Context: an optimization exercise on an open-source flow, tuned for small area, a short achievable clock period and few clock cycles per item. The choices shown serve that exercise and are no tape-out recipe.
Function was checked by simulation only, so behaviour that the tests miss may differ from the original.
No activity file was given, so power comes from the tool's default toggle rates.

== v29 ==
==> flow/design.v (excerpt) <==
module circular_deque #(
   parameter int DEPTH = cdq_pkg::DEPTH_DEFAULT
) (
   input  logic                                clock,
   input  logic                                reset,
   input  logic                                req_valid,
   output logic                                req_ready,
   input  logic [cdq_pkg::FUNC_W-1:0]          req_func,
   input  logic signed [cdq_pkg::DATA_W-1:0]   req_value,
   output logic                                rsp_valid,
   input  logic                                rsp_ready,
   output logic                                rsp_ok,
   output logic [cdq_pkg::CAP_W-1:0]           rsp_count,
   output logic                                rsp_is_empty,
   output logic                                rsp_is_full,
   output logic signed [cdq_pkg::DATA_W-1:0]   rsp_head_value,
   output logic signed [cdq_pkg::DATA_W-1:0]   rsp_tail_value,
   input  logic                                csr_psel,
   input  logic                                csr_penable,
   input  logic                                csr_pwrite,
   input  logic [cdq_pkg::CSR_ADDR_W-1:0]      csr_paddr,
   input  logic [cdq_pkg::CSR_DATA_W-1:0]      csr_pwdata,
   output logic [cdq_pkg::CSR_DATA_W-1:0]      csr_prdata,
   output logic                                csr_pready
);
For scale: about 1600 cells after synthesis, roughly 530 flip-flops, ~180 I/O pins, roughly 23000 sq um of cells after synthesis.
clock: 6.0 ns
lec_check: 0
cap_margin: 20
core_margin: 2
core_utilization: 40
setup_slack_margin: 3.0
slew_margin: 20
run.sh (not shown) runs the stock make flow with config.mk's settings and CLKGATE_MAP_FILE= SYNTH_SCRIPT=/design/flow/synth_recipe.tcl, a recipe that flattens the netlist after the stock synthesis.
v29 ran to completion and came out clean on the timing, DRC and antenna checks.
Testbench counts of v29, summed over its fixed seeds: cycles 19,967, items 16,000.
--- input diff v29..v32 ---
# v29
export LEC_CHECK = 0
export CAP_MARGIN = 20
export CORE_MARGIN = 2
export CORE_UTILIZATION = 40
export SETUP_SLACK_MARGIN = 3.0
export SLEW_MARGIN = 20
create_clock -name core_clock -period 6.0 [get_ports {clock}]
# v32
export LEC_CHECK = 0
export CAP_MARGIN = 20
export CORE_MARGIN = 2
export CORE_UTILIZATION = 40
export SLEW_MARGIN = 20
create_clock -name core_clock -period 6.0 [get_ports {clock}]
Findings:
- From v29 to v32 the numbers moved as follows: power decreased by about 6% relative to the old numbers; global-route wire length before repair decreased by about 18% relative to the old numbers; post-cts sizing count decreased by 258 relative to the old numbers; setup slack decreased by 1.73 ns relative to the old numbers; net count reported at finish decreased by 262 relative to the old numbers.
- Synthesized area: v32 vs v29 identical
- Between v29 and v32, areal power density over the cells increased.
- Insertion delay of the later-clocked pin in the worst-skew pair ends up higher on v29.
- Clock-buffer cell count: v29 and v32 compared, lower one is v29
- Post-layout instance area was lower in the run labelled v32.
- Total vias in the final route down 16% in v32 wrt v29
- Run comparison: v29 cell type of the slowest stage on the worst timing path sky130_fd_sc_hd__edfxtp_1; v32 cell type of the slowest stage on the worst timing path sky130_fd_sc_hd__o22ai_4


The RTL this note starts from:
==> flow/design.v <==
package cdq_pkg;
   localparam int DEPTH_DEFAULT = 16;
   localparam int DATA_W = 32;
   localparam int CAP_W  = 5;
   localparam int FUNC_W = 3;
   localparam logic [CAP_W-1:0] CAP_RESET = 5'd16;
   localparam logic [DATA_W-1:0] EMPTY_VALUE = 32'hFFFF_FFFF;
   localparam logic [FUNC_W-1:0] FUNC_PUSH_FRONT = 3'd0;
   localparam logic [FUNC_W-1:0] FUNC_PUSH_REAR  = 3'd1;
   localparam logic [FUNC_W-1:0] FUNC_POP_FRONT  = 3'd2;
   localparam logic [FUNC_W-1:0] FUNC_POP_REAR   = 3'd3;
   localparam logic [FUNC_W-1:0] FUNC_QUERY      = 3'd4;
   localparam int CSR_ADDR_W = 3;
   localparam int CSR_DATA_W = 32;
   localparam int MID_DEPTH = DEPTH_DEFAULT - 2;
   localparam int MID_AW    = 4;
endpackage
module cdq_ram #(
   parameter int WIDTH = 32,
   parameter int DEPTH = 14
) (
   input  logic             clock,
   input  logic [DEPTH-1:0] wr_sel,
   input  logic [WIDTH-1:0] wr_data,
   input  logic [DEPTH-1:0] rd_sel,
   output logic [WIDTH-1:0] rd_data
);
   logic [WIDTH-1:0] mem_ff [DEPTH];
   always_ff @(posedge clock) begin
      for (int i = 0; i < DEPTH; i++) begin
         if (wr_sel[i]) begin
            mem_ff[i] <= wr_data;
         end
      end
   end
   always_comb begin
      rd_data = '0;
      for (int i = 0; i < DEPTH; i++) begin
         rd_data = rd_data | (mem_ff[i] & {WIDTH{rd_sel[i]}});
      end
   end
endmodule
module circular_deque #(
   parameter int DEPTH = cdq_pkg::DEPTH_DEFAULT
) (
   input  logic                                clock,
   input  logic                                reset,
   input  logic                                req_valid,
   output logic                                req_ready,
   input  logic [cdq_pkg::FUNC_W-1:0]          req_func,
   input  logic signed [cdq_pkg::DATA_W-1:0]   req_value,
   output logic                                rsp_valid,
   input  logic                                rsp_ready,
   output logic                                rsp_ok,
   output logic [cdq_pkg::CAP_W-1:0]           rsp_count,
   output logic                                rsp_is_empty,
   output logic                                rsp_is_full,
   output logic signed [cdq_pkg::DATA_W-1:0]   rsp_head_value,
   output logic signed [cdq_pkg::DATA_W-1:0]   rsp_tail_value,
   input  logic                                csr_psel,
   input  logic                                csr_penable,
   input  logic                                csr_pwrite,
   input  logic [cdq_pkg::CSR_ADDR_W-1:0]      csr_paddr,
   input  logic [cdq_pkg::CSR_DATA_W-1:0]      csr_pwdata,
   output logic [cdq_pkg::CSR_DATA_W-1:0]      csr_prdata,
   output logic                                csr_pready
);
   localparam int CW = cdq_pkg::CAP_W;
   localparam int DW = cdq_pkg::DATA_W;
   localparam int MD = cdq_pkg::MID_DEPTH;
   localparam int MA = cdq_pkg::MID_AW;
   function automatic logic [MA-1:0] mid_inc(input logic [MA-1:0] i);
      mid_inc = (i == MA'(MD - 1)) ? '0 : i + MA'(1);
   endfunction
   function automatic logic [MA-1:0] mid_dec(input logic [MA-1:0] i);
      mid_dec = (i == '0) ? MA'(MD - 1) : i - MA'(1);
   endfunction
   logic [CW-1:0] capacity_ff;
   logic [CW-1:0] held_ff;
   logic          n0_ff;         
   logic          n1_ff;         
   logic          ge2_ff;        
   logic          ge3_ff;        
   logic          nf_ff;         
   logic          atc_ff;        
   logic          atcm1_ff;      
   logic [MA-1:0] fgap_ff;       
   logic [MA-1:0] rgap_ff;       
   logic [DW-1:0] head_ff;
   logic [DW-1:0] tail_ff;
   logic          rsp_valid_ff;
   logic          rsp_ok_ff;
   logic          rsp_full_ff;
   logic [CW-1:0] held;
   logic [CW-1:0] eff_cap;
   logic          n2, ge4, atcm2;
   assign held    = n0_ff ? '0 : held_ff;
   assign eff_cap = (capacity_ff == '0) ? CW'(1) :
                    (capacity_ff > CW'(DEPTH)) ? CW'(DEPTH) : capacity_ff;
   assign n2      = ge2_ff && !ge3_ff;
   assign ge4     = ge3_ff && (held_ff > CW'(3));
   assign atcm2   = (held + CW'(2) == eff_cap);
   logic accept;
   logic f_pushf, f_pushr, f_popf, f_popr, f_query;
   logic push_f, push_r, pop_f, pop_r, push, pop, op_ok;
   logic empty_next;
   assign req_ready = !rsp_valid_ff || rsp_ready;
   assign accept    = req_valid && req_ready;
   assign f_pushf = (req_func == cdq_pkg::FUNC_PUSH_FRONT);
   assign f_pushr = (req_func == cdq_pkg::FUNC_PUSH_REAR);
   assign f_popf  = (req_func == cdq_pkg::FUNC_POP_FRONT);
   assign f_popr  = (req_func == cdq_pkg::FUNC_POP_REAR);
   assign f_query = (req_func == cdq_pkg::FUNC_QUERY);
   assign push_f = f_pushf && nf_ff;
   assign push_r = f_pushr && nf_ff;
   assign pop_f  = f_popf && !n0_ff;
   assign pop_r  = f_popr && !n0_ff;
   assign push   = push_f || push_r;
   assign pop    = pop_f || pop_r;
   assign op_ok  = push || pop || f_query;
   assign empty_next = (n0_ff && !push) || (n1_ff && pop);
   logic [MA-1:0] fgap_inc, fgap_dec, rgap_inc, rgap_dec;
   logic [MD-1:0] wr_f_oh, wr_r_oh, rd_f_oh, rd_r_oh;
   logic [MD-1:0] wr_sel, rd_sel;
   logic [DW-1:0] wr_data, rd_data;
   assign fgap_inc = mid_inc(fgap_ff);
   assign fgap_dec = mid_dec(fgap_ff);
   assign rgap_inc = mid_inc(rgap_ff);
   assign rgap_dec = mid_dec(rgap_ff);
   always_comb begin
      for (int i = 0; i < MD; i++) begin
         wr_f_oh[i] = (fgap_ff == MA'(i));
         wr_r_oh[i] = (rgap_ff == MA'(i));
         rd_f_oh[i] = (fgap_inc == MA'(i));
         rd_r_oh[i] = (rgap_dec == MA'(i));
      end
   end
   assign wr_sel  = (accept && ge2_ff && nf_ff) ?
                    (({MD{f_pushf}} & wr_f_oh) | ({MD{f_pushr}} & wr_r_oh)) : '0;
   assign wr_data = req_func[0] ? tail_ff : head_ff;
   assign rd_sel  = req_func[0] ? rd_r_oh : rd_f_oh;
   cdq_ram #(
      .WIDTH (DW),
      .DEPTH (MD)
   ) u_mid (
      .clock   (clock),
      .wr_sel  (wr_sel),
      .wr_data (wr_data),
      .rd_sel  (rd_sel),
      .rd_data (rd_data)
   );
   logic          h_v, h_t, h_rd, h_keep;
   logic          t_v, t_h, t_rd, t_keep;
   logic [DW-1:0] head_in, tail_in;
   assign h_v    = accept && (push_f || (push_r && n0_ff));
   assign h_t    = accept && pop_f && n2;
   assign h_rd   = accept && pop_f && ge3_ff;
   assign h_keep = !(h_v || h_t || h_rd);
   assign t_v    = accept && (push_r || (push_f && n0_ff));
   assign t_h    = accept && pop_r && n2;
   assign t_rd   = accept && pop_r && ge3_ff;
   assign t_keep = !(t_v || t_h || t_rd);
   assign head_in = {DW{accept && empty_next}} | ({DW{h_v}} & req_value) | ({DW{h_t}} & tail_ff) |
                    ({DW{h_rd}} & rd_data) | ({DW{h_keep}} & head_ff);
   assign tail_in = {DW{accept && empty_next}} | ({DW{t_v}} & req_value) | ({DW{t_h}} & head_ff) |
                    ({DW{t_rd}} & rd_data) | ({DW{t_keep}} & tail_ff);
   logic cfg_wr;
   assign cfg_wr = csr_psel && csr_penable && csr_pwrite && !csr_paddr[2];
   always_ff @(posedge clock) begin
      if (reset) begin
         capacity_ff  <= cdq_pkg::CAP_RESET;
         n0_ff        <= 1'b1;
         n1_ff        <= 1'b0;
         ge2_ff       <= 1'b0;
         ge3_ff       <= 1'b0;
         nf_ff        <= 1'b1;
         atc_ff       <= 1'b0;
         atcm1_ff     <= 1'b0;
         fgap_ff      <= MA'(MD - 1);
         rgap_ff      <= '0;
         rsp_valid_ff <= 1'b0;
      end else begin
         rsp_valid_ff <= accept || (rsp_valid_ff && !rsp_ready);
         if (cfg_wr) begin
            capacity_ff <= csr_pwdata[CW-1:0];
            n0_ff       <= 1'b1;
            n1_ff       <= 1'b0;
            ge2_ff      <= 1'b0;
            ge3_ff      <= 1'b0;
            nf_ff       <= 1'b1;
            atc_ff      <= 1'b0;
            atcm1_ff    <= (csr_pwdata[CW-1:1] == '0);
            fgap_ff     <= MA'(MD - 1);
            rgap_ff     <= '0;
         end else if (accept) begin
            if (push) begin
               n0_ff    <= 1'b0;
               n1_ff    <= n0_ff;
               ge2_ff   <= !n0_ff;
               ge3_ff   <= ge2_ff;
               nf_ff    <= nf_ff && !atcm1_ff;
               atc_ff   <= atcm1_ff;
               atcm1_ff <= atcm2;
            end else if (pop) begin
               n0_ff    <= n1_ff;
               n1_ff    <= n2;
               ge2_ff   <= ge3_ff;
               ge3_ff   <= ge4;
               nf_ff    <= 1'b1;
               atc_ff   <= 1'b0;
               atcm1_ff <= atc_ff;
            end
            if (push_f && ge2_ff)     fgap_ff <= fgap_dec;
            else if (pop_f && ge3_ff) fgap_ff <= fgap_inc;
            if (push_r && ge2_ff)     rgap_ff <= rgap_inc;
            else if (pop_r && ge3_ff) rgap_ff <= rgap_dec;
         end
      end
   end
   always_ff @(posedge clock) begin
      if (accept) begin
         held_ff     <= push ? held + CW'(1) : pop ? held - CW'(1) : held;
         rsp_ok_ff   <= op_ok;
         rsp_full_ff <= push ? atcm1_ff : (!pop && atc_ff);
      end
      head_ff <= head_in;
      tail_ff <= tail_in;
   end
   assign csr_pready = 1'b1;
   assign csr_prdata = csr_paddr[2] ? '0 : cdq_pkg::CSR_DATA_W'(capacity_ff);
   assign rsp_valid      = rsp_valid_ff;
   assign rsp_ok         = rsp_ok_ff;
   assign rsp_count      = held_ff;
   assign rsp_is_empty   = (held_ff == '0);
   assign rsp_is_full    = rsp_full_ff;
   assign rsp_head_value = $signed(head_ff);
   assign rsp_tail_value = $signed(tail_ff);
endmodule
clock: 6.0 ns
lec_check: 0
cap_margin: 20
core_margin: 2
core_utilization: 55
cts_buf_list: sky130_fd_sc_hd__clkbuf_8
cts_cluster_diameter: 50
cts_cluster_size: 20
setup_slack_margin: 3.35
slew_margin: 20
standard.sh (not shown) runs the stock make flow with config.mk's settings and CLKGATE_MAP_FILE= SYNTH_SCRIPT=/design/flow/synth_recipe.tcl, a recipe that flattens the netlist after the stock synthesis.
==> flow/flow/run.sh <==
#!/bin/bash
# The standard layout, with plain buffers (buf_2) on the ports in place of the
# delay buffers buffer_ports picks by default, and a clock tree built without
# dummy loads. Each run's full output goes to its own log file in the work folder.
set -euo pipefail
CTS="-sink_clustering_enable -repair_clock_nets -sink_clustering_size 20 -sink_clustering_max_diameter 50 -buf_list sky130_fd_sc_hd__clkbuf_8 -dont_use_dummy_load"
bash standard.sh BUFFER_PORTS_ARGS="-buffer_cell sky130_fd_sc_hd__buf_2" CTS_ARGS="$CTS" finish > standard.log 2>&1
Testbench counts at the start, summed over its fixed seeds: cycles 19,967, items 16,000.
Rerun with:
==> flow/flow/run.sh (replaced) <==
#!/bin/bash
# The standard layout, with plain buffers (buf_2) on the ports in place of the
# delay buffers buffer_ports picks by default. Each run's full output goes to
# its own log file in the work folder.
set -euo pipefail
bash standard.sh BUFFER_PORTS_ARGS="-buffer_cell sky130_fd_sc_hd__buf_2" finish > standard.log 2>&1
Settings changed: CTS_CLUSTER_DIAMETER 50 to 60, CTS_CLUSTER_SIZE 20 to 16.
- non-clock buffer count climbs by 7
- register-to-register slack stays flat
- hold slack improves by 10 ps
- cell area increases slightly
- power rises by a few percent
- via count is about the same
- sequential share of layout area decreases by 0.62 points


RTL: the design.v shown in full above, as it stands there.
Settings: LEC_CHECK=0, CAP_MARGIN=20, CORE_MARGIN=2, CORE_UTILIZATION=55, CTS_BUF_LIST=sky130_fd_sc_hd__clkbuf_8, CTS_CLUSTER_DIAMETER=60, CTS_CLUSTER_SIZE=16, SETUP_SLACK_MARGIN=3.2, SLEW_MARGIN=20; clock period 6.0 ns.
==> flow/flow/run.sh <==
#!/bin/bash
# The standard layout, with plain buffers (buf_2) on the ports in place of the
# delay buffers buffer_ports picks by default. Each run's full output goes to
# its own log file in the work folder.
set -euo pipefail
bash standard.sh BUFFER_PORTS_ARGS="-buffer_cell sky130_fd_sc_hd__buf_2" finish > standard.log 2>&1
Testbench counts at the start, summed over its fixed seeds: cycles 19,967, items 16,000.
Next try:
==> flow/flow/run.sh (replaced) <==
#!/bin/bash
# The standard layout, with plain buffers (buf_2) on the ports in place of the
# delay buffers buffer_ports picks by default, and a clock tree built without
# dummy loads. Each run's full output goes to its own log file in the work folder.
set -euo pipefail
CTS="-sink_clustering_enable -repair_clock_nets -sink_clustering_size 16 -sink_clustering_max_diameter 60 -buf_list sky130_fd_sc_hd__clkbuf_8 -dont_use_dummy_load"
bash standard.sh BUFFER_PORTS_ARGS="-buffer_cell sky130_fd_sc_hd__buf_2" CTS_ARGS="$CTS" finish > standard.log 2>&1
Settings changed: CAP_MARGIN 20 to 10, CORE_UTILIZATION 55 to 65, SETUP_SLACK_MARGIN 3.2 to 3.3, SLEW_MARGIN 20 to 10.
Outcome: The changed run completed with no timing, DRC or antenna violations; fmax shrinks slightly; cell area rose slightly; routed wire length is about the same; utilization came out higher by 13 points; clock-buffer cell count went down by 7; total power goes down by a few percent; setup slack degrades by 16 ps; hold slack loses 4.9 ps; die area shrinks by about a fifth; via count rose by a few percent; sequential share of layout area falls by 0.50 points.
Next try:
Settings changed: CAP_MARGIN 10 to 20, CORE_UTILIZATION 65 to 55, SETUP_SLACK_MARGIN 3.3 to 3.35, SLEW_MARGIN 10 to 20, TNS_END_PERCENT from default to 5.
- The new run completed with no timing, DRC or antenna violations
- cell area came out lower by about 2.2%
- combinational power is lower by 5.0%
- hold slack stays flat
- setup slack improved by 65 ps
- clock skew is lower by 20 ps
- synthesized area is unchanged
- final cell count goes up by about 2.7%

port drivers added, routing unchanged:
In the flow no input, the clock included, has a driving cell. The finished layouts below were timed again as built, in two steps. Step 1: set_driving_cell puts a clkbuf_16 on clock and a buf_2 on each other input, an assumption about the parent block. Step 2 times the ports against the registers' clock, not the clock port: input delays grow and output delays shrink by t, the midpoint of the rising clock arrivals with the driver on. a / b / c = ideal ports / drivers / drivers and shift; a / b = the first two.
| run | shift t [ns] | setup WS [ns] | hold WS [ns] | worst data-port slew with drivers (ns) |
|---|---|---|---|---|
| v29 | 0.684 | 2.739 / 2.651 / 1.967 | 0.523 / 0.523 / 0.523 | 0.34 |
| v32 | 0.667 | 1.008 / 1.008 / 1.008 | 0.522 / 0.522 / 0.522 | 0.08 |
| the first run of note 2 | 0.680 | 3.192 / 3.152 / 2.651 | 0.475 / 0.475 / 0.475 | 0.07 |
| the second run of note 2 | 0.692 | 3.200 / 3.157 / 2.635 | 0.485 / 0.485 / 0.485 | 0.07 |
| the first run of note 3 | 0.707 | 3.147 / 3.094 / 2.539 | 0.485 / 0.485 / 0.485 | 0.06 |
| the second run of note 3 | 0.621 | 3.131 / 3.101 / 2.534 | 0.480 / 0.480 / 0.480 | 0.23 |
| the third run of note 3 | 0.679 | 3.196 / 3.185 / 2.506 | 0.478 / 0.478 / 0.478 | 0.06 |
After both steps setup and hold are still met in every run listed. For v29, which loses most, drivers alone change the setup slack by -0.088 ns; drivers and shift together by -0.772 ns.
